This is an optimization exercise on Yosys and OpenROAD, whose aim is small area and a short achievable clock period, not a production implementation. Only the layout flow was run in this run; the RTL was not checked for function there. The flow treats the clock pin as an ideal source, which a real chip does not have. Power is estimated from default activity; no workload was simulated.

**design/flow/config.mk**
```make
export PLATFORM = sky130hd
export DESIGN_NAME = spi_acl_responder
export DESIGN_NICKNAME = spi_acl_responder
export VERILOG_FILES = /design/flow/design.v
export SDC_FILE = /design/flow/constraint.sdc
export NUM_CORES = 4
export LEC_CHECK = 0
export ABC_AREA = 1
export ABC_CLOCK_PERIOD_IN_PS = 2200
export CAP_MARGIN = 20
export CORE_MARGIN = 2
export CORE_UTILIZATION = 65
export CTS_BUF_LIST = sky130_fd_sc_hd__clkbuf_16
export CTS_CLUSTER_DIAMETER = 60
export CTS_CLUSTER_SIZE = 30
export PLACE_DENSITY = 0.75
export SETUP_SLACK_MARGIN = 4.0
export SLEW_MARGIN = 20
```
**design/flow/constraint.sdc**
```tcl
create_clock -name core_clock -period 6.0 [get_ports {CLK}]
set_input_delay 1.2000 -clock core_clock [delete_from_list [all_inputs] [get_ports {CLK}]]
set_output_delay 1.2000 -clock core_clock [all_outputs]
set_load 0.01 [all_outputs]
```
**design/flow/design.v**
```verilog
`timescale 1ns/1ps
module spi_acl_responder #(
  parameter int          ADDR_W  = 6,
  parameter logic [7:0]  DEVID   = 8'hAD,
  parameter int          SYNC_FF = 2
) (
  input  logic              CLK,
  input  logic              RST,
  input  logic              SCLK,
  input  logic              SS,
  input  logic              SDI,
  output logic              SDO,
  input  logic              smp_valid,
  input  logic [7:0]        smp_x,
  input  logic [7:0]        smp_y,
  input  logic [7:0]        smp_z,
  output logic [7:0]        pwr_ctl,
  output logic              wr_stb,
  output logic [ADDR_W-1:0] wr_addr,
  output logic [7:0]        wr_data,
  output logic              frame_done,
  output logic              cmd_err
);
  localparam logic [7:0] CMD_WR = 8'h0A;
  localparam logic [7:0] CMD_RD = 8'h0B;
  localparam logic [5:0] A_DEV  = 6'h00;
  localparam logic [5:0] A_X    = 6'h08;
  localparam logic [5:0] A_Y    = 6'h09;
  localparam logic [5:0] A_Z    = 6'h0A;
  localparam logic [5:0] A_PWR  = 6'h2D;
  typedef enum logic [2:0] {
    S_IDLE, S_CMD, S_ADDR, S_WDATA, S_RDATA, S_IGNORE
  } state_t;
  state_t state, state_next;
  logic [1:0] sclk_sync, ss_sync, sdi_sync;
  logic sclk_s, ss_s, sdi_s, sclk_d, ss_d;
  logic rise, fall, rise_nx, ss_rise, ss_fall, active;
  logic [2:0] bit_cnt;
  logic [7:0] sr, rx_next, rx_pre, tx_next;
  logic [5:0] addr, addr_inc;
  logic       addr_bad, is_rd, got_byte, read_only;
  logic       bd_pre, byte_done, c_wr, c_rd, wr_en, tx_load, tx_shift, rx_shift, to_rdata;
  logic       sdo_q;
  logic [7:0] pwr_q, smp_xq, smp_yq, smp_zq;
  logic       smp_ok;
  logic [5:0] pre_addr;
  logic       pre_bad, f_dev, f_smp, f_y, f_z, f_c0, f_c1;
  logic [7:0] ld_val, smp_sel;
  logic [2:0] rot, grp;
  logic       clr;
  logic [4:0] pa;
  logic       pa_ab, pa_rb, pa_r;
  logic [7:0] tap [8];
  logic [2:0] ins, ins_hit;
  logic [2:0] pa_tap;
  logic       stb_d;
  logic [5:0] ins_addr;
  logic [7:0] ins_data;
  logic [7:0] tap_sel;
  logic [2:0] cap_sel;
  logic       cap0, cap1;
  logic [7:0] cand0, cand1;
  assign sclk_s  = sclk_sync[1];
  assign ss_s    = ss_sync[1];
  assign sdi_s   = sdi_sync[1];
  assign rise    = sclk_s & ~sclk_d;
  assign fall    = ~sclk_s & sclk_d;
  assign rise_nx = sclk_sync[0] & ~sclk_s;
  assign ss_rise = ss_s & ~ss_d;
  assign ss_fall = ~ss_s & ss_d;
  assign active    = (state != S_IDLE) && !ss_s;
  assign rx_next   = {sr[6:0], sdi_s};
  assign rx_pre    = {sr[6:0], sdi_s};
  assign read_only = (addr == A_DEV) || (addr == A_X) || (addr == A_Y) || (addr == A_Z);
  assign addr_inc  = addr + 6'd1;
  assign bd_pre    = !RST && rise_nx && active && (bit_cnt == 3'd7);
  assign pwr_ctl = pwr_q;
  assign SDO     = sdo_q;
  always_ff @(posedge CLK) begin
    sclk_sync <= {sclk_sync[0], SCLK};
    sdi_sync  <= {sdi_sync[0], SDI};
    sclk_d    <= sclk_s;
    if (RST) begin
      ss_sync <= '0;
      ss_d    <= 1'b0;
    end else begin
      ss_sync <= {ss_sync[0], SS};
      ss_d    <= ss_s;
    end
  end
  always_ff @(posedge CLK) begin
    byte_done <= bd_pre;
    c_wr      <= rx_pre == CMD_WR;
    c_rd      <= rx_pre == CMD_RD;
    wr_en     <= bd_pre && state == S_WDATA && !addr_bad && !read_only;
  end
  always_ff @(posedge CLK) begin
    if (RST) state <= S_IDLE;
    else     state <= state_next;
  end
  always_comb begin
    state_next = state;
    if (ss_s) begin
      state_next = S_IDLE;
    end else begin
      case (state)
        S_IDLE:  if (ss_fall) state_next = S_CMD;
        S_CMD:   if (byte_done) state_next = (c_wr || c_rd) ? S_ADDR : S_IGNORE;
        S_ADDR:  if (byte_done) state_next = is_rd ? S_RDATA : S_WDATA;
        default: state_next = state;
      endcase
    end
  end
  always_comb begin
    if (state == S_ADDR) begin
      pre_addr = rx_pre[5:0];
      pre_bad  = rx_pre[7:6] != 2'b00;
    end else begin
      pre_addr = addr_inc;
      pre_bad  = addr_bad;
    end
  end
  always_ff @(posedge CLK) begin
    f_dev <= !pre_bad && pre_addr == A_DEV;
    f_smp <= !pre_bad && (pre_addr == A_X || pre_addr == A_Y || pre_addr == A_Z);
    f_y   <= pre_addr[0];
    f_z   <= pre_addr[1];
    f_c0  <= !pre_bad && !pre_addr[0] && pre_addr != A_DEV && pre_addr != A_X && pre_addr != A_Z;
    f_c1  <= !pre_bad && pre_addr[0] && pre_addr != A_Y;
  end
  assign smp_sel = f_z ? smp_zq : f_y ? smp_yq : smp_xq;
  assign ld_val  = ({8{f_dev}} & DEVID) | ({8{f_smp && smp_ok}} & smp_sel) |
                   ({8{f_c0}} & cand0) | ({8{f_c1}} & cand1);
  assign to_rdata = (state == S_ADDR && is_rd) || state == S_RDATA;
  assign tx_load  = byte_done && to_rdata;
  assign tx_shift = active && state == S_RDATA && fall && bit_cnt != 3'd0;
  assign rx_shift = active && state != S_RDATA && rise;
  assign tx_next  = tx_load ? ld_val : tx_shift ? {sr[6:0], 1'b0} : rx_shift ? rx_next : sr;
  always_ff @(posedge CLK) begin
    sr <= tx_next;
    if (!active) begin
      bit_cnt  <= '0;
      got_byte <= 1'b0;
    end else begin
      if (rise) bit_cnt <= bit_cnt + 3'd1;
      if (byte_done) got_byte <= 1'b1;
      if (byte_done && state == S_CMD) is_rd <= c_rd;
      if (byte_done && state == S_ADDR) begin
        addr     <= rx_next[5:0];
        addr_bad <= rx_next[7:6] != 2'b00;
      end else if (byte_done && (state == S_WDATA || state == S_RDATA)) begin
        addr     <= addr_inc;
      end
    end
  end
  always_ff @(posedge CLK) begin
    if (RST) sdo_q <= 1'b0;
    else     sdo_q <= to_rdata && !ss_s && !ss_sync[0] && (state == S_RDATA || byte_done) && tx_next[7];
  end
  always_ff @(posedge CLK) begin
    if (RST) pwr_q <= 8'h00;
    else if (wr_en && addr == A_PWR) pwr_q <= rx_next;
    if (smp_valid) begin
      smp_xq <= smp_x;
      smp_yq <= smp_y;
      smp_zq <= smp_z;
    end
    if (RST) smp_ok <= 1'b0;
    else if (smp_valid) smp_ok <= 1'b1;
  end
  always_ff @(posedge CLK) begin
    if (RST) begin
      rot <= 3'd0;
      grp <= 3'd0;
      clr <= 1'b1;
    end else begin
      rot <= rot + 3'd1;
      if (rot == 3'd7) grp <= (grp == 3'd5) ? 3'd0 : grp + 3'd1;
      if (rot == 3'd7 && grp == 3'd5) clr <= 1'b0;
    end
  end
  always_ff @(posedge CLK) begin
    ins_addr <= wr_addr;
    stb_d    <= wr_en;
    if (RST) ins_data <= 8'h00;
    else     ins_data <= wr_data;
    for (int r = 0; r < 3; r++) ins[r] <= clr || (ins_hit[r] && !stb_d);
  end
  assign ins_hit[0] = (ins_addr[5:3] == 3'd0 && ins_addr[2:0] == rot) ||
                      (ins_addr == 6'h0B && rot == 3'd0);
  assign ins_hit[1] = ins_addr[5:2] == 4'b0011 && ins_addr[1:0] == rot[1:0];
  assign ins_hit[2] = ins_addr[5:4] != 2'd0 && ins_addr[2:0] == rot && ins_addr[5:3] - 3'd2 == grp;
  logic [63:0]  ring_a;
  logic [31:0]  ring_b;
  logic [383:0] ring_r;
  always_ff @(posedge CLK) begin
    ring_a <= {ring_a[7:0], ins[0] ? ins_data : ring_a[63:56], ring_a[55:8]};
    ring_b <= {ring_b[7:0], ins[1] ? ins_data : ring_b[31:24], ring_b[23:8]};
    ring_r <= {ring_r[7:0], ins[2] ? ins_data : ring_r[383:376], ring_r[375:8]};
  end
  assign tap[0] = ring_a[63:56];
  assign tap[1] = ring_b[31:24];
  assign tap[2] = ring_r[383:376];
  for (genvar j = 1; j < 6; j++) begin : g_tap
    assign tap[j+2] = ring_r[64*j-1:64*j-8];
  end
  always_comb begin
    if (state == S_ADDR) pa = (bit_cnt == 3'd7) ? sr[4:0] : {sr[3:0], sdi_s};
    else                 pa = addr_inc[5:1];
  end
  assign pa_ab = pa == 5'b00101;
  assign pa_rb = pa[4:2] == 3'd1 && pa[1];
  assign pa_r  = pa[4:3] != 2'd0;
  always_comb begin
    case (pa[4:2])
      3'd2:    pa_tap = (grp == 3'd0) ? 3'd0 : 3'd6 - grp;
      3'd3:    pa_tap = (grp <= 3'd1) ? 3'd1 - grp : 3'd7 - grp;
      3'd4:    pa_tap = (grp <= 3'd2) ? 3'd2 - grp : 3'd8 - grp;
      3'd5:    pa_tap = (grp <= 3'd3) ? 3'd3 - grp : 3'd9 - grp;
      3'd6:    pa_tap = (grp <= 3'd4) ? 3'd4 - grp : 3'd10 - grp;
      default: pa_tap = 3'd5 - grp;
    endcase
  end
  always_ff @(posedge CLK) begin
    cap_sel <= pa_r ? pa_tap + 3'd2 : {2'd0, pa_rb};
    cap0    <= pa_rb ? rot[1:0] == {pa[0], 1'b0} : rot == {pa[1:0], 1'b0};
    cap1    <= pa_rb ? rot[1:0] == {pa[0], 1'b1} : pa_ab ? rot == 3'd0 : rot == {pa[1:0], 1'b1};
  end
  assign tap_sel = tap[cap_sel];
  always_ff @(posedge CLK) begin
    if (cap0) cand0 <= tap_sel;
    if (cap1) cand1 <= tap_sel;
  end
  always_ff @(posedge CLK) begin
    if (RST) begin
      wr_stb     <= 1'b0;
      wr_addr    <= '0;
      wr_data    <= '0;
      frame_done <= 1'b0;
      cmd_err    <= 1'b0;
    end else begin
      wr_stb     <= wr_en;
      frame_done <= ss_rise && got_byte;
      if (wr_en) begin
        wr_addr <= addr;
        wr_data <= rx_next;
      end
      if (byte_done && state == S_CMD && !c_wr && !c_rd)
        cmd_err <= 1'b1;
    end
  end
endmodule
```
**design/flow/flow/run.sh**
```bash
#!/bin/bash
set -euo pipefail
export BUFFER_PORTS_ARGS="-buffer_cell sky130_fd_sc_hd__buf_2"
export CTS_ARGS="-sink_clustering_enable -repair_clock_nets -sink_clustering_size 30 -sink_clustering_max_diameter 60 -buf_list sky130_fd_sc_hd__clkbuf_16 -dont_use_dummy_load"
export POST_CTS_TCL="$PWD/flow/quad_clk.tcl"
bash standard.sh > standard.log 2>&1
```
**design/flow/flow/quad_clk.tcl**
```tcl
# Rebuild the top of the clock tree that CTS made (root buffer -> first-level buffers -> leaf
# buffers): the leaf buffers are split into four groups by location (halves in x, then halves
# in y), and each group is driven by one clock buffer that takes the clock straight from the CLK
# port (4 cells, the port's fanout limit). Every register's clock path loses one buffer stage
# alike; the leaf buffers and everything below them are kept as CTS made them. The four group
# drivers are clkbuf_16.
proc quad_clock_tree {} {
  set block [ord::get_db_block]
  set clknet [$block findNet CLK]
  set rits {}
  foreach it [$clknet getITerms] { if {[$it isInputSignal]} { lappend rits $it } }
  if {[llength $rits] != 1} { puts "quad: [llength $rits] root pins, left alone"; return }
  set root [[lindex $rits 0] getInst]
  set rootnet [[$root findITerm X] getNet]
  set mids {}
  foreach it [$rootnet getITerms] { if {[$it isInputSignal]} { lappend mids [$it getInst] } }
  set leaves {}
  foreach mid $mids {
    set mnet [[$mid findITerm X] getNet]
    foreach it [$mnet getITerms] {
      if {![$it isInputSignal]} { continue }
      if {![string match "*clkbuf*" [[[$it getInst] getMaster] getName]]} {
        puts "quad: first level drives a non-buffer, left alone"; return
      }
      set box [[$it getInst] getBBox]
      lappend leaves [list $it [expr {([$box xMin] + [$box xMax]) / 2}] [expr {([$box yMin] + [$box yMax]) / 2}]]
    }
  }
  if {[llength $leaves] < 8} { puts "quad: only [llength $leaves] leaf buffers, left alone"; return }
  # Split by x, then each half by y.
  set byx [lsort -integer -index 1 $leaves]
  set h [expr {[llength $byx] / 2}]
  set groups {}
  foreach half [list [lrange $byx 0 [expr {$h - 1}]] [lrange $byx $h end]] {
    set byy [lsort -integer -index 2 $half]
    set q [expr {[llength $byy] / 2}]
    lappend groups [lrange $byy 0 [expr {$q - 1}]] [lrange $byy $q end]
  }
  # Drivers and nets: reuse the root and first-level buffers and their nets, make the rest.
  set master [[ord::get_db] findMaster sky130_fd_sc_hd__clkbuf_16]
  set drivers [concat [list $root] $mids]
  foreach d $drivers { if {[$d getMaster] ne $master} { $d swapMaster $master } }
  set nets {}
  foreach d $drivers { lappend nets [[$d findITerm X] getNet] }
  set k 0
  while {[llength $drivers] < 4} {
    lappend drivers [odb::dbInst_create $block $master "clkbuf_quad_$k"]
    set n [odb::dbNet_create $block "clknet_quad_$k"]
    $n setSigType CLOCK
    lappend nets $n
    incr k
  }
  # Disconnect the old top of the tree.
  foreach d $drivers {
    foreach pin {A X} {
      set it [$d findITerm $pin]
      if {[$it getNet] ne "NULL" && [$it getNet] ne ""} { $it disconnect }
    }
  }
  foreach l $leaves { [lindex $l 0] disconnect }
  # Connect and place each group's driver at its leaves' centroid.
  for {set g 0} {$g < 4} {incr g} {
    set d [lindex $drivers $g]
    set n [lindex $nets $g]
    [$d findITerm A] connect $clknet
    [$d findITerm X] connect $n
    set sx 0; set sy 0
    foreach l [lindex $groups $g] {
      [lindex $l 0] connect $n
      incr sx [lindex $l 1]; incr sy [lindex $l 2]
    }
    set cnt [llength [lindex $groups $g]]
    $d setLocation [expr {$sx / $cnt}] [expr {$sy / $cnt}]
    $d setPlacementStatus PLACED
  }
  global_connect
  detailed_placement
  puts "quad: CLK drives 4 clock buffers, over [llength $leaves] leaf buffers in groups of [join [lmap g $groups {llength $g}] {, }]"
}
quad_clock_tree
```
**design/flow/standard.sh**
```bash
#!/bin/bash
# synth_recipe.tcl (not shown) runs the flow's synth.tcl, then flattens the netlist and writes it again
# the make line also repeats each setting of config.mk as NAME=value (left out here)
make -C /OpenROAD-flow-scripts/flow DESIGN_CONFIG=/design/flow/config.mk WORK_HOME=/design/flow/orfs CLKGATE_MAP_FILE= SYNTH_SCRIPT=/design/flow/synth_recipe.tcl "${@:-finish}"
```
==> impl_metrics.ini <==
[outcome]
status = finished clean

[worst_setup_path]
r2r-start = state[2]
r2r_setup_slack_ns = 4.07
path_cells = buf_6
r2r_cells = 13
critPathCaptureType = output pin
crit_path_start = wr_data[4]
critical_path_peak_fanout = 2
crit_buf_inv = 1
r2r-end = cap_sel[2]
setup.worst_path.start_class = register
max_stage_delay_ns = 0.37
slowest_stage = dfxtp_4
required_ns = 4.80
worstSetupPathType = register to output pin
crit_family = flip-flops
arrival_ns = 0.85

[timing]
tns_ns = 0
grt_setup_unrepaired = yes
worst_pin_slew_ns = 0.734
hold_viol_final = 0
slew_viol_final = 0
maxSlewHeadroom = 0.510
finClkSkew_ns = 0.0536
setup_viol = 0
layout_min_cycle_time_ns = 2.05
fin_ws_ns = 3.95
whs_ns = 0.271
fin_crit_sh = 0.341
fmax_ghz = 0.489

[clock_tree]
clkSinkCount = 618
insertion_delay_ns = 0.37
clkTransAtPathRegs_ns = 0.10
cts_tree = built

[floorplanning]
die_area_um2 = 26200
start_util = 0.664
die_y_um = 162
die_w_um = 162
num_io_pins = 56
core_um2 = 24400
fp-row-count = 57

[synth]
ys_ff_latch = 618
syn_nets = 1305
syn-instance-count = 1256
synthArstFlopShare = 0
yosysWarnings = 5
ys_types = 48
syn_area_per_cell_um2 = 12.9
ys_seq_area_frac = 0.797
synth_ff_type = dfxtp_1
synth_edf_count = 55
syn_area_um2 = 16200

[finish]
antennaDiodeCount = 0
fin_area_um2 = 18000
layout-drive-gt1-share = 0.146
final_util = 0.740
area_growth_syn_to_layout_pct = 11.4
nets = 1391

[route]
wire_per_inst_um = 16.4
route.detailed.drc = 0
first_iter_violations = 753
via_count = 8494
routed_wl_um = 27400
via_per_inst = 5.10
first_pass_iters = 7
ant_nets = 0

[worst_hold_path]
worstHoldPathType = register to register
hold_start = ring_r[25]
whs_endpoint = ring_r[17]
hold_path_depth = 0

[grt]
grtUsageTotal = 0.213
grt_max_degree = 31
grt_pass1_vias = 8180
globalRouteOverflowTotal = 0
antenna_found_initial = 0
grt_first_pass_wirelength_um = 43000

[place]
dp_slack_ns = 3.51
placed_area_um2 = 16800
dp_hpwl_um = 17700
portBuffers = 55
gp_congestion = 0.908

[pwr]
seqPwrFrac = 0.636
p_sw_frac = 0.218
clkPwrFrac = 0.302
p_leak_uw = 0.00708
comb_power_share = 0.063
p_int_uw = 5320
ir_worst_vdd_uv = 298
power_density_nw_per_um2 = 377
p_sw_uw = 1480

[run]
cap_violations = 0
==> metal layers <==
layer  vias up  routed length, um  track usage
li1       4222                  -            -
met1      3954              12600        0.308
met2       260              12400        0.330
met3        58               1660       0.0350
met4         0                666       0.0780
met5         -                  0            0
==> cell type report, clock buffers not listed <==
class	instances	area (um2)
timing repair buffer	74	596
multi-input combinational	476	2750
sequential	618	13000
buffer	1	25.0
tap	324	405
fill	1546	6340
inverter	141	546
==> cells in the final DEF, fill, tap and decap left out, types with 8 or more instances in the layout <==
master / instances
nor2_1: 72
inv_1: 129
nor3_1: 8
o22ai_1: 25
nand3_1: 28
mux2_2: 13
edfxtp_1: 55
buf_2: 30
a41oi_1: 8
o21ai_0: 61
ha_1: 15
clkbuf_16: 31
o211ai_1: 11
nand2_1: 103
buf_4: 17
dfxtp_2: 25
a31oi_1: 8
a21oi_1: 50
buf_6: 24
inv_2: 8
dfxtp_1: 533
==> power by group through the flow <==
stage | registers (uW) | clock network (uW) | logic [uW]
detailed placement | 4410 | 0 | 376
floorplan | 4380 | 0 | 298
finish | 4320 | 2050 | 428
global route | 4330 | 2230 | 475
global placement | 4410 | 0 | 364
==> cells in the mapped netlist (9+ instances only) <==
cell type,number,area (um2)
dfxtp_1,563,11300
inv_1,133,499
nand2_1,104,390
nor2_1,77,289
o21ai_0,65,325
edfxtp_1,55,1650
a21oi_1,51,255
nand3_1,31,155
o22ai_1,25,156
ha_1,19,238
mux2_2,13,146
clkbuf_1,12,45.0
o211ai_1,11,82.6
nor3_1,9,45.0
==> sequential cells by signal (all words and copies together), names as in the netlist, 6 cells and up <==
| name | count |
|---|---|
| wr_data | 8 |
| sr | 8 |
| cand0 | 8 |
| smp_xq | 8 |
| cand1 | 8 |
| wr_addr | 6 |
| smp_yq | 8 |
| ins_addr | 6 |
| addr | 6 |
| ring_a | 64 |
| smp_zq | 8 |
| ins_data | 8 |
| ring_b | 32 |
| pwr_q | 8 |
| ring_r | 384 |
==> worst max-delay path by stage <==
stage | endpoint | slack (ns) | depth (start not counted)
after global placement | wr_en | 3.50 | 6
after global routing | wr_en | 3.92 | 7
final | wr_data[4] | 3.95 | 1
after detailed placement | wr_en | 3.51 | 6
after floorplan | rot[1] | 4.06 | 3
==> per-stage QoR <==
| step | power, uW | instances |
|---|---|---|
| 2_1_floorplan | 4670 | 1256 |
| 3_5_place_dp | 4790 | 1615 |
| 3_3_place_gp | 4770 | 1615 |
| 6_report | 6800 | 1664 |
| 5_1_grt | 7040 | 1664 |
==> cell families after synthesis <==
logic type | after synthesis | synth area share
xor+xnor | 8 | 0.00432
flops | 618 | 0.797
buf+inv | 162 | 0.0385
mux | 15 | 0.0103
compound gates | 189 | 0.0679
simple gates | 245 | 0.0668
fa+ha+maj | 19 | 0.0147

[re-timing with driven ports]
The results above use ideal ports. As a check the final layout listed here was re-extracted and re-timed, cells and wires unchanged. Step 1 assumes that a clkbuf_16 drives the clock port and a buf_2 every other input. Step 2 moves the port delays by t, midway between the first and last clock arrival at a register: inputs arrive t later, outputs are due t later. That takes back most of the time a late clock gives input paths. Slacks: ideal ports / drivers / drivers and shift; pairs: ideal ports / drivers.
t, ns: 0.444
setup WS [ns]: 3.954 / 3.850 / 3.634
worst setup path at the end: input to register
After both steps setup and hold are still met in this run. For this run, drivers alone change the setup slack by -0.104 ns; drivers and shift together by -0.320 ns.
